From an optimization exercise on the open Yosys and OpenROAD flow, aimed at small area; shortcuts taken in it are not production practice.
Only simulation tests tie the RTL to the original design; equivalence was not proved.

==> flow/design.v, too long to show whole: its modules and the start of the top module <==
// module mm_dot4: 1300 lines
// module mm_fa: 7 lines
// module mm_ha: 7 lines
// module mm_top: 149 lines
module mm_top (
    input  logic         clk_buf,
    input  logic         sys_reset,
    input  logic         cmd_valid,
    input  logic [(4 * 8)-1:0] cmd_word,
    output logic         cmd_credit,
    output logic         res_valid,
    output mm_data_pkg::mm_acc_t      res_data,
    input  logic         res_credit,
    output logic         busy,
    output logic         done
);
  // ...
==> flow/flow/run.sh <==
#!/bin/bash
# Layout flow: the standard flow (standard.sh) with two changes:
#  - synthesis maps the combinational logic with an area-only ABC script
#    (flow/abc_area_only.script) instead of ORFS's delay-biased one; the
#    rest of the synthesis script, registers included, is the standard flow's own
#  - port buffers are the smallest buffer, sky130_fd_sc_hd__buf_1
# Every tool's output goes to the ORFS logs under orfs/logs; make's own
# output goes to flow.log here.
set -euo pipefail
HERE=$(pwd)

# Synthesis script: synth_recipe.tcl with the ABC call redirected
{
  head -n 1 synth_recipe.tcl
  cat <<EOT
proc abc {args} {
  set i [lsearch -exact \$args -script]
  if {\$i >= 0} { lset args [expr {\$i + 1}] $HERE/flow/abc_area_only.script }
  puts "abc (area-only script): \$args"
  yosys abc {*}\$args
}
EOT
  tail -n +2 synth_recipe.tcl
} > my_synth.tcl

sed "s#SYNTH_SCRIPT=[^ ]*synth_recipe.tcl#SYNTH_SCRIPT=$HERE/my_synth.tcl#" standard.sh > my_standard.sh
grep -q "SYNTH_SCRIPT=$HERE/my_synth.tcl" my_standard.sh

export BUFFER_PORTS_ARGS="-buffer_cell sky130_fd_sc_hd__buf_1"
bash my_standard.sh > flow.log 2>&1
==> flow/flow/abc_area_only.script <==
strash
dch
map -a
==> flow/standard.sh <==
#!/bin/bash
# synth_recipe.tcl (not shown) runs the flow's synth.tcl, then flattens the netlist and writes it again
# the make line also repeats each setting of config.mk as NAME=value (left out here)
make -C /OpenROAD-flow-scripts/flow DESIGN_CONFIG=/design/flow/config.mk WORK_HOME=/design/flow/orfs CLKGATE_MAP_FILE= SYNTH_SCRIPT=/design/flow/synth_recipe.tcl "${@:-finish}"
==> flow/config.mk <==
export PLATFORM = sky130hd
export DESIGN_NAME = mm_top
export DESIGN_NICKNAME = mm_top
export VERILOG_FILES = /design/flow/design.v
export SDC_FILE = /design/flow/constraint.sdc
export NUM_CORES = 4
export LEC_CHECK = 0
export ABC_AREA = 1
export CAP_MARGIN = 10
export CORE_MARGIN = 2
export CORE_UTILIZATION = 80
export CTS_BUF_LIST = sky130_fd_sc_hd__clkbuf_8 sky130_fd_sc_hd__clkbuf_16
export CTS_CLUSTER_DIAMETER = 80
export CTS_CLUSTER_SIZE = 20
export SLEW_MARGIN = 10
export SYNTH_HIERARCHICAL = 1
export SYNTH_MINIMUM_KEEP_SIZE = 0
==> flow/constraint.sdc <==
create_clock -name core_clock -period 11.0 [get_ports {clk_buf}]
set_input_delay 2.2000 -clock core_clock [delete_from_list [all_inputs] [get_ports {clk_buf}]]
set_output_delay 2.2000 -clock core_clock [all_outputs]
set_load 0.01 [all_outputs]
==> run_results.csv, run 1 <==
group,metric,value,unit
cts,clock-root-buffer,"sky130_fd_sc_hd__clkbuf_16",
outcome,outcome,"timing/DRC/antenna clean",
critical_path,start_kind,"register",
cts,clock_tree.htree_level_count,1,
finish,final_util,87.1,%
cts,postCtsHoldBufs,0,
timing,period_share,96.6,%
logic_synthesis,synth-seq-area-share,54.2,%
grt,largest_net_degree_at_the_start_of_global_routing,34,
timing,finalMaxSlewViolations,0,
critical_path,critPathSlowestCell,"sky130_fd_sc_hd__nor2_1",
critical_path,critPathKind,"reg -> reg",
timing,finalWorstPathRequiredPeriod,10.63,ns
critical_path,cp.arrival,11.06,ns
grt,grt_use_met2,75.5,%
logic_synthesis,ys_top_cells_by_area,"sky130_fd_sc_hd__edfxtp_1 48%, sky130_fd_sc_hd__fa_1 26%, sky130_fd_sc_hd__nor2_1 4.8%",
critical_path,cpPeakStageDelay,0.93,ns
critical_path,reg2reg_depth,25,
floorplanning,tap-cell-count,285,
critical_path,endpoint_of_the_lowest_slack_register_to_register_path,"res_q[16]$_DFF_P_",
logic_synthesis,mapped_avg_cell_area,13.7,µm²
grt,gr-max-usage-layer,"met2",
finish,fraction_of_standard_cell_area_in_multi_input_logic,40.1,%
logic_synthesis,netlist_top_cells_count,"296 x sky130_fd_sc_hd__edfxtp_1, 239 x sky130_fd_sc_hd__fa_1, 236 x sky130_fd_sc_hd__nor2_1",
finish,count_of_multi_input_combinational_gates,876,
place,rd_place_congestion,0.986,
cts,tritoncts,"built",
logic_synthesis,synth_enable_flop_cells,296,
floorplanning,die_y,156,µm
logic_synthesis,synth.cell_area,0.0184,mm²
critical_path,r2r_start,"cnt[2]$_DFFE_PP0P_",
cts,clock_latency,0.57,ns
grt,grt_first_pass_wirelength,82500,µm
logic_synthesis,postSynth.asyncResetShare,8.19,%
finish,layout_cell_share_with_drive_strength_beyond_1,5.88,%
==> module mm_dot4, before the edit <==
module mm_dot4 (
    input  logic [127:0] a_rows,    
    input  logic [127:0] b_rows,    
    input  logic [3:0]   a_ok,      
    input  logic [3:0]   b_ok,
    input  logic [1:0]   ri,        
    input  logic [1:0]   cj,        
    output logic [17:0] y
);
    logic [7:0] a0, a1, a2, a3, b0, b1, b2, b3;
    logic [7:0] a_k [4];
    logic [7:0] b_k [4];
    always_comb begin
        for (int k = 0; k < 4; k++) begin
            a_k[k] = '0;
            b_k[k] = '0;
            for (int i = 0; i < 4; i++) begin
                if (ri == 2'(i) && a_ok[i] && b_ok[k]) a_k[k] = a_rows[i*32 + k*8 +: 8];
                if (cj == 2'(i))                       b_k[k] = b_rows[k*32 + i*8 +: 8];
            end
        end
    end
    assign a0 = a_k[0]; assign a1 = a_k[1]; assign a2 = a_k[2]; assign a3 = a_k[3];
    assign b0 = b_k[0]; assign b1 = b_k[1]; assign b2 = b_k[2]; assign b3 = b_k[3];
    logic p1;
    logic p2;
    logic p3;
    logic p4;
    logic p5;
    logic p6;
    logic p7;
    logic p8;
    logic p9;
    logic p10;
    logic p11;
    logic p12;
    logic p13;
    logic p14;
    logic p15;
    logic p16;
    logic p17;
    logic p18;
    logic p19;
    logic p20;
    logic p21;
    logic p22;
    logic p23;
    logic p24;
    logic p25;
    logic p26;
    logic p27;
    logic p28;
    logic p29;
    logic p30;
    logic p31;
    logic p32;
    logic p33;
    logic p34;
    logic p35;
    logic p36;
    logic p37;
    logic p38;
    logic p39;
    logic p40;
    logic p41;
    logic p42;
    logic p43;
    logic p44;
    logic p45;
    logic p46;
    logic p47;
    logic p48;
    logic p49;
    logic p50;
    logic p51;
    logic p52;
    logic p53;
    logic p54;
    logic p55;
    logic p56;
    logic p57;
    logic p58;
    logic p59;
    logic p60;
    logic p61;
    logic p62;
    logic p63;
    logic p64;
    logic p65;
    logic p66;
    logic p67;
    logic p68;
    logic p69;
    logic p70;
    logic p71;
    logic p72;
    logic p73;
    logic p74;
    logic p75;
    logic p76;
    logic p77;
    logic p78;
    logic p79;
    logic p80;
    logic p81;
    logic p82;
    logic p83;
    logic p84;
    logic p85;
    logic p86;
    logic p87;
    logic p88;
    logic p89;
    logic p90;
    logic p91;
    logic p92;
    logic p93;
    logic p94;
    logic p95;
    logic p96;
    logic p97;
    logic p98;
    logic p99;
    logic p100;
    logic p101;
    logic p102;
    logic p103;
    logic p104;
    logic p105;
    logic p106;
    logic p107;
    logic p108;
    logic p109;
    logic p110;
    logic p111;
    logic p112;
    logic p113;
    logic p114;
    logic p115;
    logic p116;
    logic p117;
    logic p118;
    logic p119;
    logic p120;
    logic p121;
    logic p122;
    logic p123;
    logic p124;
    logic p125;
    logic p126;
    logic p127;
    logic p128;
    logic p129;
    logic p130;
    logic p131;
    logic p132;
    logic p133;
    logic p134;
    logic p135;
    logic p136;
    logic p137;
    logic p138;
    logic p139;
    logic p140;
    logic p141;
    logic p142;
    logic p143;
    logic p144;
    logic p145;
    logic p146;
    logic p147;
    logic p148;
    logic p149;
    logic p150;
    logic p151;
    logic p152;
    logic p153;
    logic p154;
    logic p155;
    logic p156;
    logic p157;
    logic p158;
    logic p159;
    logic p160;
    logic p161;
    logic p162;
    logic p163;
    logic p164;
    logic p165;
    logic p166;
    logic p167;
    logic p168;
    logic p169;
    logic p170;
    logic p171;
    logic p172;
    logic p173;
    logic p174;
    logic p175;
    logic p176;
    logic p177;
    logic p178;
    logic p179;
    logic p180;
    logic p181;
    logic p182;
    logic p183;
    logic p184;
    logic p185;
    logic p186;
    logic p187;
    logic p188;
    logic p189;
    logic p190;
    logic p191;
    logic p192;
    logic p193;
    logic p194;
    logic p195;
    logic p196;
    logic p197;
    logic p198;
    logic p199;
    logic p200;
    logic p201;
    logic p202;
    logic p203;
    logic p204;
    logic p205;
    logic p206;
    logic p207;
    logic p208;
    logic p209;
    logic p210;
    logic p211;
    logic p212;
    logic p213;
    logic p214;
    logic p215;
    logic p216;
    logic p217;
    logic p218;
    logic p219;
    logic p220;
    logic p221;
    logic p222;
    logic p223;
    logic p224;
    logic p225;
    logic p226;
    logic p227;
    logic p228;
    logic p229;
    logic p230;
    logic p231;
    logic p232;
    logic p233;
    logic p234;
    logic p235;
    logic p236;
    logic p237;
    logic p238;
    logic p239;
    logic p240;
    logic p241;
    logic p242;
    logic p243;
    logic p244;
    logic p245;
    logic p246;
    logic p247;
    logic p248;
    logic p249;
    logic p250;
    logic p251;
    logic p252;
    logic p253;
    logic p254;
    logic p255;
    logic p256;
    logic s257;
    logic c258;
    logic s259;
    logic c260;
    logic s261;
    logic c262;
    logic s263;
    logic c264;
    logic s265;
    logic c266;
    logic s267;
    logic c268;
    logic s269;
    logic c270;
    logic s271;
    logic c272;
    logic s273;
    logic c274;
    logic s275;
    logic c276;
    logic s277;
    logic c278;
    logic s279;
    logic c280;
    logic s281;
    logic c282;
    logic s283;
    logic c284;
    logic s285;
    logic c286;
    logic s287;
    logic c288;
    logic s289;
    logic c290;
    logic s291;
    logic c292;
    logic s293;
    logic c294;
    logic s295;
    logic c296;
    logic s297;
    logic c298;
    logic s299;
    logic c300;
    logic s301;
    logic c302;
    logic s303;
    logic c304;
    logic s305;
    logic c306;
    logic s307;
    logic c308;
    logic s309;
    logic c310;
    logic s311;
    logic c312;
    logic s313;
    logic c314;
    logic s315;
    logic c316;
    logic s317;
    logic c318;
    logic s319;
    logic c320;
    logic s321;
    logic c322;
    logic s323;
    logic c324;
    logic s325;
    logic c326;
    logic s327;
    logic c328;
    logic s329;
    logic c330;
    logic s331;
    logic c332;
    logic s333;
    logic c334;
    logic s335;
    logic c336;
    logic s337;
    logic c338;
    logic s339;
    logic c340;
    logic s341;
    logic c342;
    logic s343;
    logic c344;
    logic s345;
    logic c346;
    logic s347;
    logic c348;
    logic s349;
    logic c350;
    logic s351;
    logic c352;
    logic s353;
    logic c354;
    logic s355;
    logic c356;
    logic s357;
    logic c358;
    logic s359;
    logic c360;
    logic s361;
    logic c362;
    logic s363;
    logic c364;
    logic s365;
    logic c366;
    logic s367;
    logic c368;
    logic s369;
    logic c370;
    logic s371;
    logic c372;
    logic s373;
    logic c374;
    logic s375;
    logic c376;
    logic s377;
    logic c378;
    logic s379;
    logic c380;
    logic s381;
    logic c382;
    logic s383;
    logic c384;
    logic s385;
    logic c386;
    logic s387;
    logic c388;
    logic s389;
    logic c390;
    logic s391;
    logic c392;
    logic s393;
    logic c394;
    logic s395;
    logic c396;
    logic s397;
    logic c398;
    logic s399;
    logic c400;
    logic s401;
    logic c402;
    logic s403;
    logic c404;
    logic s405;
    logic c406;
    logic s407;
    logic c408;
    logic s409;
    logic c410;
    logic s411;
    logic c412;
    logic s413;
    logic c414;
    logic s415;
    logic c416;
    logic s417;
    logic c418;
    logic s419;
    logic c420;
    logic s421;
    logic c422;
    logic s423;
    logic c424;
    logic s425;
    logic c426;
    logic s427;
    logic c428;
    logic s429;
    logic c430;
    logic s431;
    logic c432;
    logic s433;
    logic c434;
    logic s435;
    logic c436;
    logic s437;
    logic c438;
    logic s439;
    logic c440;
    logic s441;
    logic c442;
    logic s443;
    logic c444;
    logic s445;
    logic c446;
    logic s447;
    logic c448;
    logic s449;
    logic c450;
    logic s451;
    logic c452;
    logic s453;
    logic c454;
    logic s455;
    logic c456;
    logic s457;
    logic c458;
    logic s459;
    logic c460;
    logic s461;
    logic c462;
    logic s463;
    logic c464;
    logic s465;
    logic c466;
    logic s467;
    logic c468;
    logic s469;
    logic c470;
    logic s471;
    logic c472;
    logic s473;
    logic c474;
    logic s475;
    logic c476;
    logic s477;
    logic c478;
    logic s479;
    logic c480;
    logic s481;
    logic c482;
    logic s483;
    logic c484;
    logic s485;
    logic c486;
    logic s487;
    logic c488;
    logic s489;
    logic c490;
    logic s491;
    logic c492;
    logic s493;
    logic c494;
    logic s495;
    logic c496;
    logic s497;
    logic c498;
    logic s499;
    logic c500;
    logic s501;
    logic c502;
    logic s503;
    logic c504;
    logic s505;
    logic c506;
    logic s507;
    logic c508;
    logic s509;
    logic c510;
    logic s511;
    logic c512;
    logic s513;
    logic c514;
    logic s515;
    logic c516;
    logic s517;
    logic c518;
    logic s519;
    logic c520;
    logic s521;
    logic c522;
    logic s523;
    logic c524;
    logic s525;
    logic c526;
    logic s527;
    logic c528;
    logic s529;
    logic c530;
    logic s531;
    logic c532;
    logic s533;
    logic c534;
    logic s535;
    logic c536;
    logic s537;
    logic c538;
    logic s539;
    logic c540;
    logic s541;
    logic c542;
    logic s543;
    logic c544;
    logic s545;
    logic c546;
    logic s547;
    logic c548;
    logic s549;
    logic c550;
    logic s551;
    logic c552;
    logic s553;
    logic c554;
    logic s555;
    logic c556;
    logic s557;
    logic c558;
    logic s559;
    logic c560;
    logic s561;
    logic c562;
    logic s563;
    logic c564;
    logic s565;
    logic c566;
    logic s567;
    logic c568;
    logic s569;
    logic c570;
    logic s571;
    logic c572;
    logic s573;
    logic c574;
    logic s575;
    logic c576;
    logic s577;
    logic c578;
    logic s579;
    logic c580;
    logic s581;
    logic c582;
    logic s583;
    logic c584;
    logic s585;
    logic c586;
    logic s587;
    logic c588;
    logic s589;
    logic c590;
    logic s591;
    logic c592;
    logic s593;
    logic c594;
    logic s595;
    logic c596;
    logic s597;
    logic c598;
    logic s599;
    logic c600;
    logic s601;
    logic c602;
    logic s603;
    logic c604;
    logic s605;
    logic c606;
    logic s607;
    logic c608;
    logic s609;
    logic c610;
    logic s611;
    logic c612;
    logic s613;
    logic c614;
    logic s615;
    logic c616;
    logic s617;
    logic c618;
    logic s619;
    logic c620;
    logic s621;
    logic c622;
    logic s623;
    logic c624;
    logic s625;
    logic c626;
    logic s627;
    logic c628;
    logic s629;
    logic c630;
    logic s631;
    logic c632;
    logic s633;
    logic c634;
    logic s635;
    logic c636;
    logic s637;
    logic c638;
    logic s639;
    logic c640;
    logic s641;
    logic c642;
    logic s643;
    logic c644;
    logic s645;
    logic c646;
    logic s647;
    logic c648;
    logic s649;
    logic c650;
    logic s651;
    logic c652;
    logic s653;
    logic c654;
    logic s655;
    logic c656;
    logic s657;
    logic c658;
    logic s659;
    logic c660;
    logic s661;
    logic c662;
    logic s663;
    logic c664;
    logic s665;
    logic c666;
    logic s667;
    logic c668;
    logic s669;
    logic c670;
    logic s671;
    logic c672;
    logic s673;
    logic c674;
    logic s675;
    logic c676;
    logic s677;
    logic c678;
    logic s679;
    logic c680;
    logic s681;
    logic c682;
    logic s683;
    logic c684;
    logic s685;
    logic c686;
    logic s687;
    logic c688;
    logic s689;
    logic c690;
    logic s691;
    logic c692;
    logic s693;
    logic c694;
    logic s695;
    logic c696;
    logic s697;
    logic c698;
    logic s699;
    logic c700;
    logic s701;
    logic c702;
    logic s703;
    logic c704;
    logic s705;
    logic c706;
    logic s707;
    logic c708;
    logic s709;
    logic c710;
    logic s711;
    logic c712;
    logic s713;
    logic c714;
    logic s715;
    logic c716;
    logic s717;
    logic c718;
    logic s719;
    logic c720;
    logic s721;
    logic c722;
    logic s723;
    logic c724;
    logic s725;
    logic c726;
    logic s727;
    logic c728;
    logic s729;
    logic c730;
    logic s731;
    logic c732;
    logic s733;
    logic c734;
    logic s735;
    logic c736;
    logic s737;
    logic c738;
    logic s739;
    logic c740;
    logic s741;
    logic c742;
    logic s743;
    logic c744;
    logic s745;
    logic c746;
    logic s747;
    logic c748;
    logic s749;
    logic c750;
    logic s751;
    logic c752;
    assign p1 = (a0[0] & b0[0]);
    assign p2 = (a1[0] & b1[0]);
    assign p3 = (a2[0] & b2[0]);
    assign p4 = (a3[0] & b3[0]);
    assign p5 = (a0[0] & b0[1]);
    assign p6 = (a0[1] & b0[0]);
    assign p7 = (a1[0] & b1[1]);
    assign p8 = (a1[1] & b1[0]);
    assign p9 = (a2[0] & b2[1]);
    assign p10 = (a2[1] & b2[0]);
    assign p11 = (a3[0] & b3[1]);
    assign p12 = (a3[1] & b3[0]);
    assign p13 = (a0[0] & b0[2]);
    assign p14 = (a0[1] & b0[1]);
    assign p15 = (a0[2] & b0[0]);
    assign p16 = (a1[0] & b1[2]);
    assign p17 = (a1[1] & b1[1]);
    assign p18 = (a1[2] & b1[0]);
    assign p19 = (a2[0] & b2[2]);
    assign p20 = (a2[1] & b2[1]);
    assign p21 = (a2[2] & b2[0]);
    assign p22 = (a3[0] & b3[2]);
    assign p23 = (a3[1] & b3[1]);
    assign p24 = (a3[2] & b3[0]);
    assign p25 = (a0[0] & b0[3]);
    assign p26 = (a0[1] & b0[2]);
    assign p27 = (a0[2] & b0[1]);
    assign p28 = (a0[3] & b0[0]);
    assign p29 = (a1[0] & b1[3]);
    assign p30 = (a1[1] & b1[2]);
    assign p31 = (a1[2] & b1[1]);
    assign p32 = (a1[3] & b1[0]);
    assign p33 = (a2[0] & b2[3]);
    assign p34 = (a2[1] & b2[2]);
    assign p35 = (a2[2] & b2[1]);
    assign p36 = (a2[3] & b2[0]);
    assign p37 = (a3[0] & b3[3]);
    assign p38 = (a3[1] & b3[2]);
    assign p39 = (a3[2] & b3[1]);
    assign p40 = (a3[3] & b3[0]);
    assign p41 = (a0[0] & b0[4]);
    assign p42 = (a0[1] & b0[3]);
    assign p43 = (a0[2] & b0[2]);
    assign p44 = (a0[3] & b0[1]);
    assign p45 = (a0[4] & b0[0]);
    assign p46 = (a1[0] & b1[4]);
    assign p47 = (a1[1] & b1[3]);
    assign p48 = (a1[2] & b1[2]);
    assign p49 = (a1[3] & b1[1]);
    assign p50 = (a1[4] & b1[0]);
    assign p51 = (a2[0] & b2[4]);
    assign p52 = (a2[1] & b2[3]);
    assign p53 = (a2[2] & b2[2]);
    assign p54 = (a2[3] & b2[1]);
    assign p55 = (a2[4] & b2[0]);
    assign p56 = (a3[0] & b3[4]);
    assign p57 = (a3[1] & b3[3]);
    assign p58 = (a3[2] & b3[2]);
    assign p59 = (a3[3] & b3[1]);
    assign p60 = (a3[4] & b3[0]);
    assign p61 = (a0[0] & b0[5]);
    assign p62 = (a0[1] & b0[4]);
    assign p63 = (a0[2] & b0[3]);
    assign p64 = (a0[3] & b0[2]);
    assign p65 = (a0[4] & b0[1]);
    assign p66 = (a0[5] & b0[0]);
    assign p67 = (a1[0] & b1[5]);
    assign p68 = (a1[1] & b1[4]);
    assign p69 = (a1[2] & b1[3]);
    assign p70 = (a1[3] & b1[2]);
    assign p71 = (a1[4] & b1[1]);
    assign p72 = (a1[5] & b1[0]);
    assign p73 = (a2[0] & b2[5]);
    assign p74 = (a2[1] & b2[4]);
    assign p75 = (a2[2] & b2[3]);
    assign p76 = (a2[3] & b2[2]);
    assign p77 = (a2[4] & b2[1]);
    assign p78 = (a2[5] & b2[0]);
    assign p79 = (a3[0] & b3[5]);
    assign p80 = (a3[1] & b3[4]);
    assign p81 = (a3[2] & b3[3]);
    assign p82 = (a3[3] & b3[2]);
    assign p83 = (a3[4] & b3[1]);
    assign p84 = (a3[5] & b3[0]);
    assign p85 = (a0[0] & b0[6]);
    assign p86 = (a0[1] & b0[5]);
    assign p87 = (a0[2] & b0[4]);
    assign p88 = (a0[3] & b0[3]);
    assign p89 = (a0[4] & b0[2]);
    assign p90 = (a0[5] & b0[1]);
    assign p91 = (a0[6] & b0[0]);
    assign p92 = (a1[0] & b1[6]);
    assign p93 = (a1[1] & b1[5]);
    assign p94 = (a1[2] & b1[4]);
    assign p95 = (a1[3] & b1[3]);
    assign p96 = (a1[4] & b1[2]);
    assign p97 = (a1[5] & b1[1]);
    assign p98 = (a1[6] & b1[0]);
    assign p99 = (a2[0] & b2[6]);
    assign p100 = (a2[1] & b2[5]);
    assign p101 = (a2[2] & b2[4]);
    assign p102 = (a2[3] & b2[3]);
    assign p103 = (a2[4] & b2[2]);
    assign p104 = (a2[5] & b2[1]);
    assign p105 = (a2[6] & b2[0]);
    assign p106 = (a3[0] & b3[6]);
    assign p107 = (a3[1] & b3[5]);
    assign p108 = (a3[2] & b3[4]);
    assign p109 = (a3[3] & b3[3]);
    assign p110 = (a3[4] & b3[2]);
    assign p111 = (a3[5] & b3[1]);
    assign p112 = (a3[6] & b3[0]);
    assign p113 = (~a0[0] | ~b0[7]);
    assign p114 = (a0[1] & b0[6]);
    assign p115 = (a0[2] & b0[5]);
    assign p116 = (a0[3] & b0[4]);
    assign p117 = (a0[4] & b0[3]);
    assign p118 = (a0[5] & b0[2]);
    assign p119 = (a0[6] & b0[1]);
    assign p120 = (~a0[7] | ~b0[0]);
    assign p121 = (~a1[0] | ~b1[7]);
    assign p122 = (a1[1] & b1[6]);
    assign p123 = (a1[2] & b1[5]);
    assign p124 = (a1[3] & b1[4]);
    assign p125 = (a1[4] & b1[3]);
    assign p126 = (a1[5] & b1[2]);
    assign p127 = (a1[6] & b1[1]);
    assign p128 = (~a1[7] | ~b1[0]);
    assign p129 = (~a2[0] | ~b2[7]);
    assign p130 = (a2[1] & b2[6]);
    assign p131 = (a2[2] & b2[5]);
    assign p132 = (a2[3] & b2[4]);
    assign p133 = (a2[4] & b2[3]);
    assign p134 = (a2[5] & b2[2]);
    assign p135 = (a2[6] & b2[1]);
    assign p136 = (~a2[7] | ~b2[0]);
    assign p137 = (~a3[0] | ~b3[7]);
    assign p138 = (a3[1] & b3[6]);
    assign p139 = (a3[2] & b3[5]);
    assign p140 = (a3[3] & b3[4]);
    assign p141 = (a3[4] & b3[3]);
    assign p142 = (a3[5] & b3[2]);
    assign p143 = (a3[6] & b3[1]);
    assign p144 = (~a3[7] | ~b3[0]);
    assign p145 = (~a0[1] | ~b0[7]);
    assign p146 = (a0[2] & b0[6]);
    assign p147 = (a0[3] & b0[5]);
    assign p148 = (a0[4] & b0[4]);
    assign p149 = (a0[5] & b0[3]);
    assign p150 = (a0[6] & b0[2]);
    assign p151 = (~a0[7] | ~b0[1]);
    assign p152 = (~a1[1] | ~b1[7]);
    assign p153 = (a1[2] & b1[6]);
    assign p154 = (a1[3] & b1[5]);
    assign p155 = (a1[4] & b1[4]);
    assign p156 = (a1[5] & b1[3]);
    assign p157 = (a1[6] & b1[2]);
    assign p158 = (~a1[7] | ~b1[1]);
    assign p159 = (~a2[1] | ~b2[7]);
    assign p160 = (a2[2] & b2[6]);
    assign p161 = (a2[3] & b2[5]);
    assign p162 = (a2[4] & b2[4]);
    assign p163 = (a2[5] & b2[3]);
    assign p164 = (a2[6] & b2[2]);
    assign p165 = (~a2[7] | ~b2[1]);
    assign p166 = (~a3[1] | ~b3[7]);
    assign p167 = (a3[2] & b3[6]);
    assign p168 = (a3[3] & b3[5]);
    assign p169 = (a3[4] & b3[4]);
    assign p170 = (a3[5] & b3[3]);
    assign p171 = (a3[6] & b3[2]);
    assign p172 = (~a3[7] | ~b3[1]);
    assign p173 = (~a0[2] | ~b0[7]);
    assign p174 = (a0[3] & b0[6]);
    assign p175 = (a0[4] & b0[5]);
    assign p176 = (a0[5] & b0[4]);
    assign p177 = (a0[6] & b0[3]);
    assign p178 = (~a0[7] | ~b0[2]);
    assign p179 = (~a1[2] | ~b1[7]);
    assign p180 = (a1[3] & b1[6]);
    assign p181 = (a1[4] & b1[5]);
    assign p182 = (a1[5] & b1[4]);
    assign p183 = (a1[6] & b1[3]);
    assign p184 = (~a1[7] | ~b1[2]);
    assign p185 = (~a2[2] | ~b2[7]);
    assign p186 = (a2[3] & b2[6]);
    assign p187 = (a2[4] & b2[5]);
    assign p188 = (a2[5] & b2[4]);
    assign p189 = (a2[6] & b2[3]);
    assign p190 = (~a2[7] | ~b2[2]);
    assign p191 = (~a3[2] | ~b3[7]);
    assign p192 = (a3[3] & b3[6]);
    assign p193 = (a3[4] & b3[5]);
    assign p194 = (a3[5] & b3[4]);
    assign p195 = (a3[6] & b3[3]);
    assign p196 = (~a3[7] | ~b3[2]);
    assign p197 = (~a0[3] | ~b0[7]);
    assign p198 = (a0[4] & b0[6]);
    assign p199 = (a0[5] & b0[5]);
    assign p200 = (a0[6] & b0[4]);
    assign p201 = (~a0[7] | ~b0[3]);
    assign p202 = (~a1[3] | ~b1[7]);
    assign p203 = (a1[4] & b1[6]);
    assign p204 = (a1[5] & b1[5]);
    assign p205 = (a1[6] & b1[4]);
    assign p206 = (~a1[7] | ~b1[3]);
    assign p207 = (~a2[3] | ~b2[7]);
    assign p208 = (a2[4] & b2[6]);
    assign p209 = (a2[5] & b2[5]);
    assign p210 = (a2[6] & b2[4]);
    assign p211 = (~a2[7] | ~b2[3]);
    assign p212 = (~a3[3] | ~b3[7]);
    assign p213 = (a3[4] & b3[6]);
    assign p214 = (a3[5] & b3[5]);
    assign p215 = (a3[6] & b3[4]);
    assign p216 = (~a3[7] | ~b3[3]);
    assign p217 = (~a0[4] | ~b0[7]);
    assign p218 = (a0[5] & b0[6]);
    assign p219 = (a0[6] & b0[5]);
    assign p220 = (~a0[7] | ~b0[4]);
    assign p221 = (~a1[4] | ~b1[7]);
    assign p222 = (a1[5] & b1[6]);
    assign p223 = (a1[6] & b1[5]);
    assign p224 = (~a1[7] | ~b1[4]);
    assign p225 = (~a2[4] | ~b2[7]);
    assign p226 = (a2[5] & b2[6]);
    assign p227 = (a2[6] & b2[5]);
    assign p228 = (~a2[7] | ~b2[4]);
    assign p229 = (~a3[4] | ~b3[7]);
    assign p230 = (a3[5] & b3[6]);
    assign p231 = (a3[6] & b3[5]);
    assign p232 = (~a3[7] | ~b3[4]);
    assign p233 = (~a0[5] | ~b0[7]);
    assign p234 = (a0[6] & b0[6]);
    assign p235 = (~a0[7] | ~b0[5]);
    assign p236 = (~a1[5] | ~b1[7]);
    assign p237 = (a1[6] & b1[6]);
    assign p238 = (~a1[7] | ~b1[5]);
    assign p239 = (~a2[5] | ~b2[7]);
    assign p240 = (a2[6] & b2[6]);
    assign p241 = (~a2[7] | ~b2[5]);
    assign p242 = (~a3[5] | ~b3[7]);
    assign p243 = (a3[6] & b3[6]);
    assign p244 = (~a3[7] | ~b3[5]);
    assign p245 = (~a0[6] | ~b0[7]);
    assign p246 = (~a0[7] | ~b0[6]);
    assign p247 = (~a1[6] | ~b1[7]);
    assign p248 = (~a1[7] | ~b1[6]);
    assign p249 = (~a2[6] | ~b2[7]);
    assign p250 = (~a2[7] | ~b2[6]);
    assign p251 = (~a3[6] | ~b3[7]);
    assign p252 = (~a3[7] | ~b3[6]);
    assign p253 = (a0[7] & b0[7]);
    assign p254 = (a1[7] & b1[7]);
    assign p255 = (a2[7] & b2[7]);
    assign p256 = (a3[7] & b3[7]);
    mm_fa u_s257 (.a(p1), .b(p2), .c(p3), .s(s257), .co(c258));
    mm_ha u_s259 (.a(p4), .b(s257), .s(s259), .co(c260));
    mm_fa u_s261 (.a(p5), .b(p6), .c(p7), .s(s261), .co(c262));
    mm_fa u_s263 (.a(p8), .b(p9), .c(p10), .s(s263), .co(c264));
    mm_fa u_s265 (.a(p11), .b(p12), .c(c258), .s(s265), .co(c266));
    mm_fa u_s267 (.a(s261), .b(s263), .c(c260), .s(s267), .co(c268));
    mm_ha u_s269 (.a(s265), .b(s267), .s(s269), .co(c270));
    mm_fa u_s271 (.a(p13), .b(p14), .c(p15), .s(s271), .co(c272));
    mm_fa u_s273 (.a(p16), .b(p17), .c(p18), .s(s273), .co(c274));
    mm_fa u_s275 (.a(p19), .b(p20), .c(p21), .s(s275), .co(c276));
    mm_fa u_s277 (.a(p22), .b(p23), .c(p24), .s(s277), .co(c278));
    mm_fa u_s279 (.a(c262), .b(c264), .c(s271), .s(s279), .co(c280));
    mm_fa u_s281 (.a(s273), .b(s275), .c(s277), .s(s281), .co(c282));
    mm_fa u_s283 (.a(c266), .b(s279), .c(s281), .s(s283), .co(c284));
    mm_fa u_s285 (.a(c268), .b(c270), .c(s283), .s(s285), .co(c286));
    mm_fa u_s287 (.a(p25), .b(p26), .c(p27), .s(s287), .co(c288));
    mm_fa u_s289 (.a(p28), .b(p29), .c(p30), .s(s289), .co(c290));
    mm_fa u_s291 (.a(p31), .b(p32), .c(p33), .s(s291), .co(c292));
    mm_fa u_s293 (.a(p34), .b(p35), .c(p36), .s(s293), .co(c294));
    mm_fa u_s295 (.a(p37), .b(p38), .c(p39), .s(s295), .co(c296));
    mm_fa u_s297 (.a(p40), .b(c272), .c(c274), .s(s297), .co(c298));
    mm_fa u_s299 (.a(c276), .b(c278), .c(s287), .s(s299), .co(c300));
    mm_fa u_s301 (.a(s289), .b(s291), .c(s293), .s(s301), .co(c302));
    mm_fa u_s303 (.a(s295), .b(s297), .c(c280), .s(s303), .co(c304));
    mm_fa u_s305 (.a(c282), .b(s299), .c(s301), .s(s305), .co(c306));
    mm_fa u_s307 (.a(c284), .b(s303), .c(s305), .s(s307), .co(c308));
    mm_ha u_s309 (.a(c286), .b(s307), .s(s309), .co(c310));
    mm_fa u_s311 (.a(p41), .b(p42), .c(p43), .s(s311), .co(c312));
    mm_fa u_s313 (.a(p44), .b(p45), .c(p46), .s(s313), .co(c314));
    mm_fa u_s315 (.a(p47), .b(p48), .c(p49), .s(s315), .co(c316));
    mm_fa u_s317 (.a(p50), .b(p51), .c(p52), .s(s317), .co(c318));
    mm_fa u_s319 (.a(p53), .b(p54), .c(p55), .s(s319), .co(c320));
    mm_fa u_s321 (.a(p56), .b(p57), .c(p58), .s(s321), .co(c322));
    mm_fa u_s323 (.a(p59), .b(p60), .c(c288), .s(s323), .co(c324));
    mm_fa u_s325 (.a(c290), .b(c292), .c(c294), .s(s325), .co(c326));
    mm_fa u_s327 (.a(c296), .b(s311), .c(s313), .s(s327), .co(c328));
    mm_fa u_s329 (.a(s315), .b(s317), .c(s319), .s(s329), .co(c330));
    mm_fa u_s331 (.a(s321), .b(c298), .c(s323), .s(s331), .co(c332));
    mm_fa u_s333 (.a(s325), .b(c300), .c(c302), .s(s333), .co(c334));
    mm_fa u_s335 (.a(s327), .b(s329), .c(c304), .s(s335), .co(c336));
    mm_fa u_s337 (.a(c306), .b(s331), .c(s333), .s(s337), .co(c338));
    mm_fa u_s339 (.a(s335), .b(c308), .c(s337), .s(s339), .co(c340));
    mm_ha u_s341 (.a(c310), .b(s339), .s(s341), .co(c342));
    mm_fa u_s343 (.a(p61), .b(p62), .c(p63), .s(s343), .co(c344));
    mm_fa u_s345 (.a(p64), .b(p65), .c(p66), .s(s345), .co(c346));
    mm_fa u_s347 (.a(p67), .b(p68), .c(p69), .s(s347), .co(c348));
    mm_fa u_s349 (.a(p70), .b(p71), .c(p72), .s(s349), .co(c350));
    mm_fa u_s351 (.a(p73), .b(p74), .c(p75), .s(s351), .co(c352));
    mm_fa u_s353 (.a(p76), .b(p77), .c(p78), .s(s353), .co(c354));
    mm_fa u_s355 (.a(p79), .b(p80), .c(p81), .s(s355), .co(c356));
    mm_fa u_s357 (.a(p82), .b(p83), .c(p84), .s(s357), .co(c358));
    mm_fa u_s359 (.a(c312), .b(c314), .c(c316), .s(s359), .co(c360));
    mm_fa u_s361 (.a(c318), .b(c320), .c(c322), .s(s361), .co(c362));
    mm_fa u_s363 (.a(s343), .b(s345), .c(s347), .s(s363), .co(c364));
    mm_fa u_s365 (.a(s349), .b(s351), .c(s353), .s(s365), .co(c366));
    mm_fa u_s367 (.a(s355), .b(s357), .c(c324), .s(s367), .co(c368));
    mm_fa u_s369 (.a(c326), .b(s359), .c(s361), .s(s369), .co(c370));
    mm_fa u_s371 (.a(c328), .b(c330), .c(s363), .s(s371), .co(c372));
    mm_fa u_s373 (.a(s365), .b(c332), .c(s367), .s(s373), .co(c374));
    mm_fa u_s375 (.a(c334), .b(s369), .c(s371), .s(s375), .co(c376));
    mm_fa u_s377 (.a(c336), .b(c338), .c(s373), .s(s377), .co(c378));
    mm_fa u_s379 (.a(s375), .b(c340), .c(s377), .s(s379), .co(c380));
    mm_ha u_s381 (.a(c342), .b(s379), .s(s381), .co(c382));
    mm_fa u_s383 (.a(p85), .b(p86), .c(p87), .s(s383), .co(c384));
    mm_fa u_s385 (.a(p88), .b(p89), .c(p90), .s(s385), .co(c386));
    mm_fa u_s387 (.a(p91), .b(p92), .c(p93), .s(s387), .co(c388));
    mm_fa u_s389 (.a(p94), .b(p95), .c(p96), .s(s389), .co(c390));
    mm_fa u_s391 (.a(p97), .b(p98), .c(p99), .s(s391), .co(c392));
    mm_fa u_s393 (.a(p100), .b(p101), .c(p102), .s(s393), .co(c394));
    mm_fa u_s395 (.a(p103), .b(p104), .c(p105), .s(s395), .co(c396));
    mm_fa u_s397 (.a(p106), .b(p107), .c(p108), .s(s397), .co(c398));
    mm_fa u_s399 (.a(p109), .b(p110), .c(p111), .s(s399), .co(c400));
    mm_fa u_s401 (.a(p112), .b(c344), .c(c346), .s(s401), .co(c402));
    mm_fa u_s403 (.a(c348), .b(c350), .c(c352), .s(s403), .co(c404));
    mm_fa u_s405 (.a(c354), .b(c356), .c(c358), .s(s405), .co(c406));
    mm_fa u_s407 (.a(s383), .b(s385), .c(s387), .s(s407), .co(c408));
    mm_fa u_s409 (.a(s389), .b(s391), .c(s393), .s(s409), .co(c410));
    mm_fa u_s411 (.a(s395), .b(s397), .c(s399), .s(s411), .co(c412));
    mm_fa u_s413 (.a(c360), .b(c362), .c(s401), .s(s413), .co(c414));
    mm_fa u_s415 (.a(s403), .b(s405), .c(c364), .s(s415), .co(c416));
    mm_fa u_s417 (.a(c366), .b(s407), .c(s409), .s(s417), .co(c418));
    mm_fa u_s419 (.a(s411), .b(c368), .c(c370), .s(s419), .co(c420));
    mm_fa u_s421 (.a(c372), .b(s413), .c(s415), .s(s421), .co(c422));
    mm_fa u_s423 (.a(s417), .b(c374), .c(s419), .s(s423), .co(c424));
    mm_fa u_s425 (.a(c376), .b(s421), .c(c378), .s(s425), .co(c426));
    mm_fa u_s427 (.a(s423), .b(c380), .c(s425), .s(s427), .co(c428));
    mm_ha u_s429 (.a(c382), .b(s427), .s(s429), .co(c430));
    mm_fa u_s431 (.a(p113), .b(p114), .c(p115), .s(s431), .co(c432));
    mm_fa u_s433 (.a(p116), .b(p117), .c(p118), .s(s433), .co(c434));
    mm_fa u_s435 (.a(p119), .b(p120), .c(p121), .s(s435), .co(c436));
    mm_fa u_s437 (.a(p122), .b(p123), .c(p124), .s(s437), .co(c438));
    mm_fa u_s439 (.a(p125), .b(p126), .c(p127), .s(s439), .co(c440));
    mm_fa u_s441 (.a(p128), .b(p129), .c(p130), .s(s441), .co(c442));
    mm_fa u_s443 (.a(p131), .b(p132), .c(p133), .s(s443), .co(c444));
    mm_fa u_s445 (.a(p134), .b(p135), .c(p136), .s(s445), .co(c446));
    mm_fa u_s447 (.a(p137), .b(p138), .c(p139), .s(s447), .co(c448));
    mm_fa u_s449 (.a(p140), .b(p141), .c(p142), .s(s449), .co(c450));
    mm_fa u_s451 (.a(p143), .b(p144), .c(c384), .s(s451), .co(c452));
    mm_fa u_s453 (.a(c386), .b(c388), .c(c390), .s(s453), .co(c454));
    mm_fa u_s455 (.a(c392), .b(c394), .c(c396), .s(s455), .co(c456));
    mm_fa u_s457 (.a(c398), .b(c400), .c(s431), .s(s457), .co(c458));
    mm_fa u_s459 (.a(s433), .b(s435), .c(s437), .s(s459), .co(c460));
    mm_fa u_s461 (.a(s439), .b(s441), .c(s443), .s(s461), .co(c462));
    mm_fa u_s463 (.a(s445), .b(s447), .c(s449), .s(s463), .co(c464));
    mm_fa u_s465 (.a(c402), .b(c404), .c(c406), .s(s465), .co(c466));
    mm_fa u_s467 (.a(s451), .b(s453), .c(s455), .s(s467), .co(c468));
    mm_fa u_s469 (.a(c408), .b(c410), .c(c412), .s(s469), .co(c470));
    mm_fa u_s471 (.a(s457), .b(s459), .c(s461), .s(s471), .co(c472));
    mm_fa u_s473 (.a(s463), .b(c414), .c(s465), .s(s473), .co(c474));
    mm_fa u_s475 (.a(c416), .b(c418), .c(s467), .s(s475), .co(c476));
    mm_fa u_s477 (.a(s469), .b(s471), .c(c420), .s(s477), .co(c478));
    mm_fa u_s479 (.a(c422), .b(s473), .c(s475), .s(s479), .co(c480));
    mm_fa u_s481 (.a(c424), .b(s477), .c(s479), .s(s481), .co(c482));
    mm_fa u_s483 (.a(c426), .b(s481), .c(c428), .s(s483), .co(c484));
    mm_ha u_s485 (.a(c430), .b(s483), .s(s485), .co(c486));
    mm_fa u_s487 (.a(p145), .b(p146), .c(p147), .s(s487), .co(c488));
    mm_fa u_s489 (.a(p148), .b(p149), .c(p150), .s(s489), .co(c490));
    mm_fa u_s491 (.a(p151), .b(p152), .c(p153), .s(s491), .co(c492));
    mm_fa u_s493 (.a(p154), .b(p155), .c(p156), .s(s493), .co(c494));
    mm_fa u_s495 (.a(p157), .b(p158), .c(p159), .s(s495), .co(c496));
    mm_fa u_s497 (.a(p160), .b(p161), .c(p162), .s(s497), .co(c498));
    mm_fa u_s499 (.a(p163), .b(p164), .c(p165), .s(s499), .co(c500));
    mm_fa u_s501 (.a(p166), .b(p167), .c(p168), .s(s501), .co(c502));
    mm_fa u_s503 (.a(p169), .b(p170), .c(p171), .s(s503), .co(c504));
    mm_fa u_s505 (.a(p172), .b(c432), .c(c434), .s(s505), .co(c506));
    mm_fa u_s507 (.a(c436), .b(c438), .c(c440), .s(s507), .co(c508));
    mm_fa u_s509 (.a(c442), .b(c444), .c(c446), .s(s509), .co(c510));
    mm_fa u_s511 (.a(c448), .b(c450), .c(s487), .s(s511), .co(c512));
    mm_fa u_s513 (.a(s489), .b(s491), .c(s493), .s(s513), .co(c514));
    mm_fa u_s515 (.a(s495), .b(s497), .c(s499), .s(s515), .co(c516));
    mm_fa u_s517 (.a(s501), .b(s503), .c(c452), .s(s517), .co(c518));
    mm_fa u_s519 (.a(c454), .b(c456), .c(s505), .s(s519), .co(c520));
    mm_fa u_s521 (.a(s507), .b(s509), .c(c458), .s(s521), .co(c522));
    mm_fa u_s523 (.a(c460), .b(c462), .c(c464), .s(s523), .co(c524));
    mm_fa u_s525 (.a(s511), .b(s513), .c(s515), .s(s525), .co(c526));
    mm_fa u_s527 (.a(c466), .b(c468), .c(s517), .s(s527), .co(c528));
    mm_fa u_s529 (.a(c470), .b(c472), .c(s519), .s(s529), .co(c530));
    mm_fa u_s531 (.a(s521), .b(s523), .c(s525), .s(s531), .co(c532));
    mm_fa u_s533 (.a(c474), .b(c476), .c(s527), .s(s533), .co(c534));
    mm_fa u_s535 (.a(s529), .b(s531), .c(c478), .s(s535), .co(c536));
    mm_fa u_s537 (.a(c480), .b(s533), .c(s535), .s(s537), .co(c538));
    mm_fa u_s539 (.a(c482), .b(s537), .c(c484), .s(s539), .co(c540));
    mm_ha u_s541 (.a(c486), .b(s539), .s(s541), .co(c542));
    mm_fa u_s543 (.a(p173), .b(p174), .c(p175), .s(s543), .co(c544));
    mm_fa u_s545 (.a(p176), .b(p177), .c(p178), .s(s545), .co(c546));
    mm_fa u_s547 (.a(p179), .b(p180), .c(p181), .s(s547), .co(c548));
    mm_fa u_s549 (.a(p182), .b(p183), .c(p184), .s(s549), .co(c550));
    mm_fa u_s551 (.a(p185), .b(p186), .c(p187), .s(s551), .co(c552));
    mm_fa u_s553 (.a(p188), .b(p189), .c(p190), .s(s553), .co(c554));
    mm_fa u_s555 (.a(p191), .b(p192), .c(p193), .s(s555), .co(c556));
    mm_fa u_s557 (.a(p194), .b(p195), .c(p196), .s(s557), .co(c558));
    mm_fa u_s559 (.a(c488), .b(c490), .c(c492), .s(s559), .co(c560));
    mm_fa u_s561 (.a(c494), .b(c496), .c(c498), .s(s561), .co(c562));
    mm_fa u_s563 (.a(c500), .b(c502), .c(c504), .s(s563), .co(c564));
    mm_fa u_s565 (.a(s543), .b(s545), .c(s547), .s(s565), .co(c566));
    mm_fa u_s567 (.a(s549), .b(s551), .c(s553), .s(s567), .co(c568));
    mm_fa u_s569 (.a(s555), .b(s557), .c(c506), .s(s569), .co(c570));
    mm_fa u_s571 (.a(c508), .b(c510), .c(s559), .s(s571), .co(c572));
    mm_fa u_s573 (.a(s561), .b(s563), .c(c512), .s(s573), .co(c574));
    mm_fa u_s575 (.a(c514), .b(c516), .c(s565), .s(s575), .co(c576));
    mm_fa u_s577 (.a(s567), .b(c518), .c(c520), .s(s577), .co(c578));
    mm_fa u_s579 (.a(s569), .b(c522), .c(c524), .s(s579), .co(c580));
    mm_fa u_s581 (.a(c526), .b(s571), .c(s573), .s(s581), .co(c582));
    mm_fa u_s583 (.a(s575), .b(c528), .c(s577), .s(s583), .co(c584));
    mm_fa u_s585 (.a(c530), .b(s579), .c(c532), .s(s585), .co(c586));
    mm_fa u_s587 (.a(s581), .b(c534), .c(s583), .s(s587), .co(c588));
    mm_fa u_s589 (.a(s585), .b(c536), .c(s587), .s(s589), .co(c590));
    mm_fa u_s591 (.a(c538), .b(s589), .c(c540), .s(s591), .co(c592));
    mm_ha u_s593 (.a(c542), .b(s591), .s(s593), .co(c594));
    assign s595 = ~(p197 ^ p198);
    assign c596 = p197 | p198;
    mm_fa u_s597 (.a(p199), .b(p200), .c(p201), .s(s597), .co(c598));
    mm_fa u_s599 (.a(p202), .b(p203), .c(p204), .s(s599), .co(c600));
    mm_fa u_s601 (.a(p205), .b(p206), .c(p207), .s(s601), .co(c602));
    mm_fa u_s603 (.a(p208), .b(p209), .c(p210), .s(s603), .co(c604));
    mm_fa u_s605 (.a(p211), .b(p212), .c(p213), .s(s605), .co(c606));
    mm_fa u_s607 (.a(p214), .b(p215), .c(p216), .s(s607), .co(c608));
    mm_fa u_s609 (.a(c544), .b(c546), .c(c548), .s(s609), .co(c610));
    mm_fa u_s611 (.a(c550), .b(c552), .c(c554), .s(s611), .co(c612));
    mm_fa u_s613 (.a(c556), .b(c558), .c(s595), .s(s613), .co(c614));
    mm_fa u_s615 (.a(s597), .b(s599), .c(s601), .s(s615), .co(c616));
    mm_fa u_s617 (.a(s603), .b(s605), .c(s607), .s(s617), .co(c618));
    mm_fa u_s619 (.a(c560), .b(c562), .c(c564), .s(s619), .co(c620));
    mm_fa u_s621 (.a(s609), .b(s611), .c(c566), .s(s621), .co(c622));
    mm_fa u_s623 (.a(c568), .b(s613), .c(s615), .s(s623), .co(c624));
    mm_fa u_s625 (.a(s617), .b(c570), .c(c572), .s(s625), .co(c626));
    mm_fa u_s627 (.a(s619), .b(c574), .c(c576), .s(s627), .co(c628));
    mm_fa u_s629 (.a(s621), .b(s623), .c(c578), .s(s629), .co(c630));
    mm_fa u_s631 (.a(c580), .b(s625), .c(c582), .s(s631), .co(c632));
    mm_fa u_s633 (.a(s627), .b(c584), .c(s629), .s(s633), .co(c634));
    mm_fa u_s635 (.a(c586), .b(s631), .c(c588), .s(s635), .co(c636));
    mm_fa u_s637 (.a(s633), .b(c590), .c(s635), .s(s637), .co(c638));
    mm_fa u_s639 (.a(s637), .b(c592), .c(c594), .s(s639), .co(c640));
    mm_fa u_s641 (.a(p217), .b(p218), .c(p219), .s(s641), .co(c642));
    mm_fa u_s643 (.a(p220), .b(p221), .c(p222), .s(s643), .co(c644));
    mm_fa u_s645 (.a(p223), .b(p224), .c(p225), .s(s645), .co(c646));
    mm_fa u_s647 (.a(p226), .b(p227), .c(p228), .s(s647), .co(c648));
    mm_fa u_s649 (.a(p229), .b(p230), .c(p231), .s(s649), .co(c650));
    mm_fa u_s651 (.a(p232), .b(c596), .c(c598), .s(s651), .co(c652));
    mm_fa u_s653 (.a(c600), .b(c602), .c(c604), .s(s653), .co(c654));
    mm_fa u_s655 (.a(c606), .b(c608), .c(s641), .s(s655), .co(c656));
    mm_fa u_s657 (.a(s643), .b(s645), .c(s647), .s(s657), .co(c658));
    mm_fa u_s659 (.a(s649), .b(c610), .c(c612), .s(s659), .co(c660));
    mm_fa u_s661 (.a(s651), .b(s653), .c(c614), .s(s661), .co(c662));
    mm_fa u_s663 (.a(c616), .b(c618), .c(s655), .s(s663), .co(c664));
    mm_fa u_s665 (.a(s657), .b(c620), .c(s659), .s(s665), .co(c666));
    mm_fa u_s667 (.a(c622), .b(c624), .c(s661), .s(s667), .co(c668));
    mm_fa u_s669 (.a(s663), .b(c626), .c(c628), .s(s669), .co(c670));
    mm_fa u_s671 (.a(s665), .b(s667), .c(c630), .s(s671), .co(c672));
    mm_fa u_s673 (.a(c632), .b(s669), .c(c634), .s(s673), .co(c674));
    mm_fa u_s675 (.a(s671), .b(c636), .c(s673), .s(s675), .co(c676));
    mm_fa u_s677 (.a(c638), .b(s675), .c(c640), .s(s677), .co(c678));
    mm_fa u_s679 (.a(p233), .b(p234), .c(p235), .s(s679), .co(c680));
    mm_fa u_s681 (.a(p236), .b(p237), .c(p238), .s(s681), .co(c682));
    mm_fa u_s683 (.a(p239), .b(p240), .c(p241), .s(s683), .co(c684));
    mm_fa u_s685 (.a(p242), .b(p243), .c(p244), .s(s685), .co(c686));
    mm_fa u_s687 (.a(c642), .b(c644), .c(c646), .s(s687), .co(c688));
    mm_fa u_s689 (.a(c648), .b(c650), .c(s679), .s(s689), .co(c690));
    mm_fa u_s691 (.a(s681), .b(s683), .c(s685), .s(s691), .co(c692));
    mm_fa u_s693 (.a(c652), .b(c654), .c(s687), .s(s693), .co(c694));
    mm_fa u_s695 (.a(c656), .b(c658), .c(s689), .s(s695), .co(c696));
    mm_fa u_s697 (.a(s691), .b(c660), .c(c662), .s(s697), .co(c698));
    mm_fa u_s699 (.a(c664), .b(s693), .c(s695), .s(s699), .co(c700));
    mm_fa u_s701 (.a(c666), .b(c668), .c(s697), .s(s701), .co(c702));
    mm_fa u_s703 (.a(s699), .b(c670), .c(s701), .s(s703), .co(c704));
    mm_fa u_s705 (.a(c672), .b(s703), .c(c674), .s(s705), .co(c706));
    mm_fa u_s707 (.a(c676), .b(s705), .c(c678), .s(s707), .co(c708));
    mm_fa u_s709 (.a(p245), .b(p246), .c(p247), .s(s709), .co(c710));
    mm_fa u_s711 (.a(p248), .b(p249), .c(p250), .s(s711), .co(c712));
    mm_fa u_s713 (.a(p251), .b(p252), .c(c680), .s(s713), .co(c714));
    mm_fa u_s715 (.a(c682), .b(c684), .c(c686), .s(s715), .co(c716));
    mm_fa u_s717 (.a(s709), .b(s711), .c(c688), .s(s717), .co(c718));
    mm_fa u_s719 (.a(s713), .b(s715), .c(c690), .s(s719), .co(c720));
    mm_fa u_s721 (.a(c692), .b(c694), .c(s717), .s(s721), .co(c722));
    mm_fa u_s723 (.a(c696), .b(s719), .c(c698), .s(s723), .co(c724));
    mm_fa u_s725 (.a(s721), .b(c700), .c(c702), .s(s725), .co(c726));
    mm_fa u_s727 (.a(s723), .b(c704), .c(s725), .s(s727), .co(c728));
    mm_fa u_s729 (.a(s727), .b(c706), .c(c708), .s(s729), .co(c730));
    mm_fa u_s731 (.a(p253), .b(p254), .c(p255), .s(s731), .co(c732));
    mm_fa u_s733 (.a(p256), .b(c710), .c(c712), .s(s733), .co(c734));
    mm_fa u_s735 (.a(s731), .b(c714), .c(c716), .s(s735), .co(c736));
    mm_fa u_s737 (.a(s733), .b(c718), .c(s735), .s(s737), .co(c738));
    mm_fa u_s739 (.a(c720), .b(c722), .c(s737), .s(s739), .co(c740));
    mm_fa u_s741 (.a(c724), .b(s739), .c(c726), .s(s741), .co(c742));
    mm_fa u_s743 (.a(c728), .b(s741), .c(c730), .s(s743), .co(c744));
    mm_fa u_s745 (.a(c732), .b(c734), .c(c736), .s(s745), .co(c746));
    mm_fa u_s747 (.a(c738), .b(s745), .c(c740), .s(s747), .co(c748));
    mm_fa u_s749 (.a(s747), .b(c742), .c(c744), .s(s749), .co(c750));
    mm_fa u_s751 (.a(c746), .b(c748), .c(c750), .s(s751), .co(c752));
    assign y[0] = s259;
    assign y[1] = s269;
    assign y[2] = s285;
    assign y[3] = s309;
    assign y[4] = s341;
    assign y[5] = s381;
    assign y[6] = s429;
    assign y[7] = s485;
    assign y[8] = s541;
    assign y[9] = s593;
    assign y[10] = s639;
    assign y[11] = s677;
    assign y[12] = s707;
    assign y[13] = s729;
    assign y[14] = s743;
    assign y[15] = s749;
    assign y[16] = s751;
    assign y[17] = ~(c752);
endmodule
==> module mm_top, before the edit <==
module mm_top (
    input  logic         clk_buf,
    input  logic         sys_reset,
    input  logic         cmd_valid,
    input  logic [(4 * 8)-1:0] cmd_word,
    output logic         cmd_credit,
    output logic         res_valid,
    output mm_data_pkg::mm_acc_t      res_data,
    input  logic         res_credit,
    output logic         busy,
    output logic         done
);
    logic [3:0]  slot0, slot1;
    logic        wr_ptr, rd_ptr;
    logic [1:0]  fill;
    logic        wexp;           
    logic        expect_data;    
    logic [31:0] dreg;
    logic        row_sel_b;
    logic [1:0]  row_idx;
    logic [3:0]  head;
    logic        pop;
    assign head       = rd_ptr ? slot1 : slot0;
    assign pop        = (fill != 2'd0) && !busy;
    assign cmd_credit = pop;
    always_ff @(posedge clk_buf) begin
        if (cmd_valid) begin
            if (wr_ptr) slot1 <= cmd_word[3:0];
            else        slot0 <= cmd_word[3:0];
        end
        if (cmd_valid && wexp) begin
            dreg <= cmd_word;
        end
    end
    always_ff @(posedge clk_buf or posedge sys_reset) begin
        if (sys_reset) begin
            wr_ptr      <= 1'b0;
            rd_ptr      <= 1'b0;
            fill        <= 2'd0;
            wexp        <= 1'b0;
            expect_data <= 1'b0;
            row_sel_b   <= 1'b0;
            row_idx     <= 2'd0;
        end else begin
            if (cmd_valid) begin
                wr_ptr <= ~wr_ptr;
                wexp   <= !wexp && (cmd_word[1:0] == mm_cmd_pkg::OP_LOAD_A ||
                                    cmd_word[1:0] == mm_cmd_pkg::OP_LOAD_B);
            end
            if (pop) begin
                rd_ptr <= ~rd_ptr;
            end
            case ({cmd_valid, pop})
                2'b10:   fill <= fill + 1'b1;
                2'b01:   fill <= fill - 1'b1;
                default: ;
            endcase
            if (pop) begin
                if (expect_data) begin
                    expect_data <= 1'b0;
                end else if (head[1:0] == mm_cmd_pkg::OP_LOAD_A ||
                             head[1:0] == mm_cmd_pkg::OP_LOAD_B) begin
                    expect_data <= 1'b1;
                    row_sel_b   <= head[1];
                    row_idx     <= head[3:2];
                end
            end
        end
    end
    logic [31:0] a_buf [4];
    logic [31:0] b_buf [4];
    logic [3:0]  a_ok, b_ok;
    logic        row_we;
    assign row_we = pop && expect_data;
    always_ff @(posedge clk_buf) begin
        for (int r = 0; r < 4; r++) begin
            if (row_we && !row_sel_b && row_idx == 2'(r)) a_buf[r] <= dreg;
            if (row_we &&  row_sel_b && row_idx == 2'(r)) b_buf[r] <= dreg;
        end
    end
    always_ff @(posedge clk_buf or posedge sys_reset) begin
        if (sys_reset) begin
            a_ok <= 4'd0;
            b_ok <= 4'd0;
        end else begin
            for (int r = 0; r < 4; r++) begin
                if (row_we && !row_sel_b && row_idx == 2'(r)) a_ok[r] <= 1'b1;
                if (row_we &&  row_sel_b && row_idx == 2'(r)) b_ok[r] <= 1'b1;
            end
        end
    end
    logic [3:0] cnt;
    logic       draining;
    logic [2:0] credits;
    logic       send;
    logic       advance;
    logic       drain_done;
    logic       start;
    assign send       = draining && (credits != 3'd0);
    assign drain_done = busy && !draining && res_valid;
    assign advance    = (busy && !draining && !res_valid) || send;
    assign start      = pop && !expect_data && (head[1:0] == mm_cmd_pkg::OP_START);
    always_ff @(posedge clk_buf or posedge sys_reset) begin
        if (sys_reset) begin
            cnt       <= 4'd0;
            busy      <= 1'b0;
            done      <= 1'b0;
            draining  <= 1'b0;
            res_valid <= 1'b0;
            credits   <= 3'(4);
        end else begin
            res_valid <= send;
            if (advance) begin
                cnt <= cnt + 1'b1;
                if (cnt == 4'd15) begin
                    draining <= !draining;
                end
            end
            if (drain_done) begin
                busy <= 1'b0;
                done <= 1'b1;
            end
            if (start) begin
                busy <= 1'b1;
                done <= 1'b0;
            end
            case ({send, res_credit})
                2'b10:   credits <= credits - 1'b1;
                2'b01:   credits <= credits + 1'b1;
                default: ;
            endcase
        end
    end
    logic [17:0] sum;
    mm_dot4 u_dot (
        .a_rows ({a_buf[3], a_buf[2], a_buf[1], a_buf[0]}),
        .b_rows ({b_buf[3], b_buf[2], b_buf[1], b_buf[0]}),
        .a_ok   (a_ok),
        .b_ok   (b_ok),
        .ri     (cnt[3:2]),
        .cj     (cnt[1:0]),
        .y      (sum)
    );
    logic [17:0] res_q;
    always_ff @(posedge clk_buf) begin
        res_q <= sum;
    end
    assign res_data = {{14{res_q[17]}}, res_q};
endmodule
==> run 2, diff against run 1 <==
--- a/flow/design.v
+++ b/flow/design.v
@@ -25,6 +25,7 @@
     input  logic [127:0] b_rows,    
     input  logic [3:0]   a_ok,      
-    input  logic [3:0]   b_ok,
     input  logic [1:0]   ri,        
+    input  logic         a_ph,      
+    input  logic [3:0]   b_ok,      
     input  logic [1:0]   cj,        
     output logic [17:0] y
@@ -33,4 +34,16 @@
     logic [7:0] a_k [4];
     logic [7:0] b_k [4];
+    logic [3:0] a_sel;       
+    always_comb begin
+        for (int p = 0; p < 4; p++) begin
+            a_sel[p] = 1'b0;
+            for (int i = 0; i < 4; i++) begin
+                if (ri == 2'(i) && a_ok[i] && (i % 2) == (p % 2) &&
+                    (((i / 2) == 1) == a_ph) == (p < 2)) begin
+                    a_sel[p] = 1'b1;
+                end
+            end
+        end
+    end
     always_comb begin
         for (int k = 0; k < 4; k++) begin
@@ -38,5 +51,5 @@
             b_k[k] = '0;
             for (int i = 0; i < 4; i++) begin
-                if (ri == 2'(i) && a_ok[i] && b_ok[k]) a_k[k] = a_rows[i*32 + k*8 +: 8];
+                if (a_sel[i] && b_ok[k])             a_k[k] = a_rows[i*32 + k*8 +: 8];
                 if (cj == 2'(i))                       b_k[k] = b_rows[k*32 + i*8 +: 8];
             end
@@ -1405,20 +1418,34 @@
         end
     end
-    logic [31:0] a_buf [4];
+    logic [31:0] a_p0 [2];
+    logic [31:0] a_p1 [2];
     logic [31:0] b_buf [4];
     logic [3:0]  a_ok, b_ok;
+    logic        a_ph;
+    logic        a_pend;
     logic        row_we;
-    assign row_we = pop && expect_data;
+    logic        a_we_now;
+    logic        a_wr;
+    assign row_we   = pop && expect_data;
+    assign a_we_now = row_we && !row_sel_b;
+    assign a_wr     = (a_we_now && (row_idx[1] != a_ph)) || a_pend;
     always_ff @(posedge clk_buf) begin
+        for (int g = 0; g < 2; g++) begin
+            a_p1[g] <= a_p0[g];
+            a_p0[g] <= (a_wr && row_idx[0] == 1'(g)) ? dreg : a_p1[g];
+        end
         for (int r = 0; r < 4; r++) begin
-            if (row_we && !row_sel_b && row_idx == 2'(r)) a_buf[r] <= dreg;
-            if (row_we &&  row_sel_b && row_idx == 2'(r)) b_buf[r] <= dreg;
+            if (row_we && row_sel_b && row_idx == 2'(r)) b_buf[r] <= dreg;
         end
     end
     always_ff @(posedge clk_buf or posedge sys_reset) begin
         if (sys_reset) begin
-            a_ok <= 4'd0;
-            b_ok <= 4'd0;
+            a_ph   <= 1'b0;
+            a_pend <= 1'b0;
+            a_ok   <= 4'd0;
+            b_ok   <= 4'd0;
         end else begin
+            a_ph   <= !a_ph;
+            a_pend <= a_we_now && (row_idx[1] == a_ph);
             for (int r = 0; r < 4; r++) begin
                 if (row_we && !row_sel_b && row_idx == 2'(r)) a_ok[r] <= 1'b1;
@@ -1471,9 +1498,10 @@
     logic [17:0] sum;
     mm_dot4 u_dot (
-        .a_rows ({a_buf[3], a_buf[2], a_buf[1], a_buf[0]}),
+        .a_rows ({a_p1[1], a_p1[0], a_p0[1], a_p0[0]}),
         .b_rows ({b_buf[3], b_buf[2], b_buf[1], b_buf[0]}),
         .a_ok   (a_ok),
-        .b_ok   (b_ok),
         .ri     (cnt[3:2]),
+        .a_ph   (a_ph),
+        .b_ok   (b_ok),
         .cj     (cnt[1:0]),
         .y      (sum)
==> run 2 against run 1 <==
  * Flip-flop and latch count grew 2
  * Sequential share of layout area decreased by 5.2 points
  * Non-clock buffer count shrank 5
  * Still clean
  * Global-route usage fell by 7.6 points
  * Via count decreased by 6.8%
  * Clock-buffer cell count unchanged
  * Critical path depth is 1 higher
==> run_results.csv, run 2 <==
group,metric,value,unit
cts,tritoncts.num_buffers,22,
critical_path,cp.arrival,10.91,ns
critical_path,reg2reg_depth,26,
routing,number_of_nets_with_antenna_violations_after_detailed_routing,0,
critical_path,critPathKind,"reg -> reg",
timing,period_share,95.4,%
cts,postCtsHoldBufs,0,
logic_synthesis,synth_cells,1441,
cts,clock_slew_at_reported_path_ffs,0.08,ns
grt,gr-total-overflow,0,
timing,grt_setup_unrepaired,"false",
timing,finalWorstPathRequiredPeriod,10.49,ns
finish,design_area,0.0192,mm²
finish,layout_cell_share_with_drive_strength_beyond_1,9.37,%
cts,clock-root-buffer,"sky130_fd_sc_hd__clkbuf_16",
routing,detail_route.wirelength,46000,µm
timing,hold_viol,0,
critical_path,flop_to_flop_setup_slack,0.51,ns
timing,finalMaxSlewViolations,0,
timing,setup_ws,0.510,ns
logic_synthesis,netlist_top_cells_count,"239 x sky130_fd_sc_hd__fa_1, 237 x sky130_fd_sc_hd__nor2_1, 211 x sky130_fd_sc_hd__nand2_1",
logic_synthesis,synth.cell_area,0.0180,mm²
critical_path,r2r_start,"cnt[2]$_DFFE_PP0P_",
outcome,outcome,"timing/DRC/antenna clean",
min_path,hold_path.class,"reg -> reg",
critical_path,endpoint_of_the_lowest_slack_register_to_register_path,"res_q[16]$_DFF_P_",
logic_synthesis,synth-seq-area-share,48.4,%
grt,grt_first_pass_wirelength,71400,µm
finish,antennaDiodeCount,0,
logic_synthesis,number_of_nets_in_the_synthesized_netlist,1730,
cts,tritoncts,"built",
cts,clock_tree.htree_level_count,1,
logic_synthesis,mapped_avg_cell_area,12.5,µm²
grt,grt_antenna_before_repair,2,
logic_synthesis,postSynth.asyncResetShare,8.72,%
place,rd_place_congestion,1.04,
finish,layout_commonest_cell,"sky130_fd_sc_hd__fa_1",
critical_path,start_kind,"register",
logic_synthesis,most_frequently_used_flop_master_after_synthesis,"sky130_fd_sc_hd__edfxtp_1",
logic_synthesis,synth_enable_flop_cells,168,
floorplanning,die_y,154,µm
place,placed_cells,1777,
grt,largest_net_degree_at_the_start_of_global_routing,34,
cts,clock_latency,0.55,ns
logic_synthesis,ys_top_cells_by_area,"sky130_fd_sc_hd__edfxtp_1 28%, sky130_fd_sc_hd__fa_1 27%, sky130_fd_sc_hd__dfxtp_1 16%",
logic_synthesis,netlist.top_cell.by_area,"sky130_fd_sc_hd__edfxtp_1",
routing,route.detailed.vias_per_inst,6.49,
-- run 2: area by class of cell --
class	instances	area, µm²	share of cell area, %
sequential	344	8720	45.4
timing repair buffer	87	387	2.01
multi-input combinational	950	8640	45.0
tap	280	350	1.83
clock buffer	22	551	2.87
clock inverter	18	114	0.593
inverter	116	435	2.27
-- run 2: worst max-delay path by stage --
| stage | startpoint | to |
|---|---|---|
| finish | cnt[2]$_DFFE_PP0P_ | res_q[16]$_DFF_P_ |
| global route | cnt[2]$_DFFE_PP0P_ | res_q[16]$_DFF_P_ |
| CTS | cnt[2]$_DFFE_PP0P_ | res_q[16]$_DFF_P_ |
| detailed placement | cnt[2]$_DFFE_PP0P_ | res_q[16]$_DFF_P_ |
| global placement | cnt[2]$_DFFE_PP0P_ | res_q[16]$_DFF_P_ |
| floorplan | cnt[1]$_DFFE_PP0P_ | res_q[16]$_DFF_P_ |
-- run 2: per-layer routing --
layer  vias up  global-route usage [%]  part of all wire [%]
li1       4881                       -                     -
met1      5902                    52.0                    35
met2       803                    67.7                    49
met3       198                    8.03                   9.4
met4         2                    22.3                   7.0
met5         -                       0                 0.041
-- run 2: metrics by stage --
stage	utilization [%]
CTS	87.4
global route	87.4
floorplan	-
global placement	84.4
detailed placement	84.4
finish	87.4
-- run 2: cell families after synthesis --
logic type	synth area share [%]
AOI/OAI and AO/OA	4.39
xor gates and xnor gates	0.487
adders and majority gates	27.6
buffers and inverters	3.71
DFF	48.4
muxes	4.24
and+or+nand+nor	11.2
-- run 2: per-module statistics from Yosys, one instance, submodules excluded --
| module | times used | cells inside | flops+latches |
|---|---|---|---|
| mm_fa | 238 | 1 | 0 |
| mm_top | 1 | 515 | 344 |
| mm_dot4 | 1 | 679 | 0 |
| mm_ha | 9 | 1 | 0 |
-- run 2: critical path, stage by stage, from the launching register on --
cell	delay, ns
sky130_fd_sc_hd__dfrtp_1	0.45
sky130_fd_sc_hd__clkinv_1	0.15
sky130_fd_sc_hd__nand2_1	0.09
sky130_fd_sc_hd__nor2_1	0.05
sky130_fd_sc_hd__o21ai_0	0.76
sky130_fd_sc_hd__nor2_1	0.37
sky130_fd_sc_hd__a221oi_1	0.31
sky130_fd_sc_hd__a2bb2oi_1	0.44
sky130_fd_sc_hd__nor2_1	0.13
sky130_fd_sc_hd__fa_1	0.48
sky130_fd_sc_hd__fa_1	0.52
sky130_fd_sc_hd__fa_1	0.59
sky130_fd_sc_hd__fa_1	0.44
sky130_fd_sc_hd__fa_1	0.41
sky130_fd_sc_hd__fa_1	0.42
sky130_fd_sc_hd__fa_1	0.42
sky130_fd_sc_hd__fa_1	0.39
sky130_fd_sc_hd__fa_1	0.39
sky130_fd_sc_hd__fa_1	0.47
sky130_fd_sc_hd__ha_1	0.25
sky130_fd_sc_hd__fa_1	0.40
sky130_fd_sc_hd__fa_1	0.41
sky130_fd_sc_hd__fa_1	0.42
sky130_fd_sc_hd__fa_1	0.39
sky130_fd_sc_hd__fa_1	0.38
sky130_fd_sc_hd__fa_1	0.38
sky130_fd_sc_hd__fa_1	0.44

## separate check: timing with driven ports
How much do the figures lean on ideal ports? The routed layouts below were timed once more, with nothing changed but the port constraints. Step 1 sets driving cells, clkbuf_16 on the clock port and buf_2 on the other inputs (assumed; they add their load-dependent delay and slew). Step 2 moves the port delays by t, midway between the first and last clock arrival at a register: inputs arrive t later, outputs are due t later. That takes back most of the time a late clock gives input paths. Three values: no drivers, after step 1, after step 2; two values: the first two.
| run | shift t [ns] | setup WS [ns] | slew at the worst register clock pin (ns) |
|---|---|---|---|
| run 1 | 0.609 | 0.369 / 0.369 / 0.369 | 0.09 / 0.09 |
| run 2 | 0.581 | 0.510 / 0.510 / 0.510 | 0.09 / 0.09 |
After both steps every run listed still meets setup and hold.
